This is an optimization exercise on Yosys and OpenROAD, whose aim is small area, a short achievable clock period and few clock cycles per item, not a production implementation.
RTL that was checked went through simulation tests only; none was proved equivalent to the original.

==> flow/design.v (excerpt) <==
module piccolo128_dec
(
  input  logic         clk,
  input  logic         reset,
  input  logic         start,
  input  logic [127:0] keyin,
  input  logic [63:0]  ciphertext,
  output logic         busy,
  output logic         done,
  output logic [63:0]  plaintext
);
  logic [127:0] r_key;
  logic [63:0]  r_s;
  logic [4:0]   r_c;           
  logic [15:0]  w_kin [8];
  logic [15:0]  w_k   [8];
  logic [3:0]   w_ksel;
  logic [31:0]  w_con;
  logic [15:0]  w_rk0, w_rk1;
  logic [63:0]  w_rnd, w_wk;
  always_comb begin
    for (int j = 0; j < 8; j++) begin
      w_kin[j] = keyin[127-16*j -: 16];
      w_k[j]   = r_key[127-16*j -: 16];
    end
  end
  assign w_ksel = piccolo_pkg::ksel(r_c);
  assign w_con  = piccolo_pkg::con128(r_c);
  assign w_rk0  = w_k[{w_ksel[3:2], 1'b0}] ^ w_con[31:16];
  assign w_rk1  = w_k[{w_ksel[1:0], 1'b1}] ^ w_con[15:0];
  piccolo_round u_round (
    .x   (r_s),
    .rk0 (w_rk0),
    .rk1 (w_rk1),
    .y   (w_rnd)
  );
  assign w_wk = (r_c == 5'd1) ?
  ...
Size: about 990 cells after synthesis, ~200 flip-flops, about 11,000 sq um of cells after synthesis.
export LEC_CHECK = 0
export CAP_MARGIN = 20
export CORE_MARGIN = 2
export CORE_UTILIZATION = 40
export CTS_BUF_LIST = sky130_fd_sc_hd__clkbuf_8
export PLACE_DENSITY = 0.75
export SETUP_SLACK_MARGIN = 3.25
export SLEW_MARGIN = 20
create_clock -name core_clock -period 6.0 [get_ports {clk}]
standard.sh (not shown) runs the stock make flow with config.mk's settings and CLKGATE_MAP_FILE= SYNTH_SCRIPT=/design/flow/synth_recipe.tcl, a recipe that flattens the netlist after the stock synthesis.
==> flow/flow/run.sh <==
#!/bin/bash
# Standard ORFS layout, except that the port buffers are the smallest
# buffer cell instead of the delay buffer buffer_ports picks on its own.
set -euo pipefail
export BUFFER_PORTS_ARGS="-buffer_cell sky130_fd_sc_hd__buf_1"
bash standard.sh > standard_flow.log 2>&1
The starting point finished with timing, DRC and antenna clean.
Testbench counts at the start, summed over its fixed seeds: cycles 8,440, blocks 256.
Rerun with:
ABC_AREA = 1   (was unset)
CTS_BUF_LIST = unset   (was sky130_fd_sc_hd__clkbuf_8)
PLACE_DENSITY = unset   (was 0.75)
SETUP_SLACK_MARGIN = 3.8   (was 3.25)
Effect: Utilization rises by 8.9 points. Cell area rises by 25%. Critical path depth rises by 6. Die area rises by 5.6%. Cell count rises by 38%. Hold slack gains 23 ps. Setup slack gains 300 ps. Global-route usage rises by 6.3 points. Via count rises by 40%. Sequential share of layout area falls by 7.1 points.
Rerun with:
SETUP_SLACK_MARGIN = 3.5   (was 3.8)
=>
- The new run finished clean
- final cell count falls by 4.1%
- setup slack loses 88 ps
- clock skew increases by 3.2 ps
- wire length decreases by 7.4%
- cell area came out lower by 13%
- count of clock-buffer cells in the layout is higher by 2
- die area is unchanged
- global-route usage went down by 2.0 points
Rerun with:
SETUP_SLACK_MARGIN = 3.0   (was 3.5)
Global-route usage grows by 0.39 points.
Via count falls slightly.
Cell area goes down by a little under a tenth.
Routed wire length drops slightly.
Critical path depth rose by 6.
Count of clock-buffer cells in the layout is lower by 3.
Die area does not change.
First-iteration DRC count is higher by about a fifth.
Area after synthesis does not change.
Rerun with:
ABC_AREA = unset   (was 1)
=> The changed run ran to the end with no violations; non-clock buffer count is lower by 12; final area is lower by a few percent; maximum frequency is lower slightly; worst hold slack degrades by 8.6 ps; global-route usage is lower by 5.4 points; area after synthesis is lower by a few percent; register-to-register slack is about the same; routed wire length is lower by a quarter to a third; setup slack degrades by 9.7 ps.


Setup of run A:
Another version of the RTL of piccolo128_dec (not shown whole).
For scale: ~1,500 cells after synthesis, ~200 flip-flops, about 260 I/O pins, about 16,000 µm² of cells after synthesis.
export LEC_CHECK = 0
export CAP_MARGIN = 20
export CORE_MARGIN = 2
export CORE_UTILIZATION = 40
export SETUP_SLACK_MARGIN = 1.0
export SLEW_MARGIN = 20
create_clock -name core_clock -period 6.0 [get_ports {clk}]
Scripts as last shown in full above: flow/flow/run.sh
[inputs] run B vs run A
- SETUP_SLACK_MARGIN now 0.5, was 1.0
- Critical path depth sits lower in run B than in run A.
- Run A → run B: final-layout worst hold slack decreased by 52 ps relative to the old numbers.
- Number of nets at the end of the flow, run B vs run A: down by a few percent
- Data arrival time of the critical path on run B is up relative to run A.
- Setup WNS run A -> run B: worse
- Looking at startpoint of the most critical setup path, the r_s[18] result is from run A; the r_s[52] one comes from run B.
- When run B is measured against run A, its met2 track utilization from global routing turns out 2.8 points lower.
- A worst-path cell with the longest stage delay of sky130_fd_sc_hd__a311oi_4 is what run B shows, while sky130_fd_sc_hd__xnor3_2 belongs to run A.
- The maximum frequency number comes out higher for run A vs run B.
Function was not checked in any run of this note: the RTL went through the layout flow alone.

==> static timing again, ports no longer ideal <==
Ports are ideal in the flow. The routed layouts listed here were re-timed in OpenROAD. Step 1, drivers: a clkbuf_16 drives clk and a buf_2 each remaining input, both assumed. Step 2 also shifts input and output timing later by t, the mid clock arrival at the registers, as if the neighbouring blocks saw the same clock. Three values: no drivers, after step 1, after step 2; two values: the first two.
run	t (ns)	setup slack, ns	latest minus earliest clock arrival (ns)	slew at the worst register clock pin (ns)	worst slew at a driven data input, ns
the first run of note 1	0.544	3.252 / 3.252 / 3.252	0.018 / 0.018	0.12 / 0.12	0.05
the second run of note 1	0.494	3.549 / 3.549 / 3.549	0.009 / 0.010	0.08 / 0.08	0.05
the third run of note 1	0.492	3.461 / 3.461 / 3.461	0.012 / 0.013	0.08 / 0.08	0.06
the fourth run of note 1	0.499	3.101 / 3.101 / 3.101	0.012 / 0.011	0.09 / 0.09	0.08
the fifth run of note 1	0.497	3.091 / 3.091 / 3.091	0.016 / 0.016	0.08 / 0.08	0.05
run A	0.555	1.069 / 1.043 / 1.069	0.015 / 0.016	0.09 / 0.09	0.05
run B	0.538	0.739 / 0.739 / 0.739	0.018 / 0.018	0.08 / 0.08	0.05
After both steps every run listed still meets setup and hold.
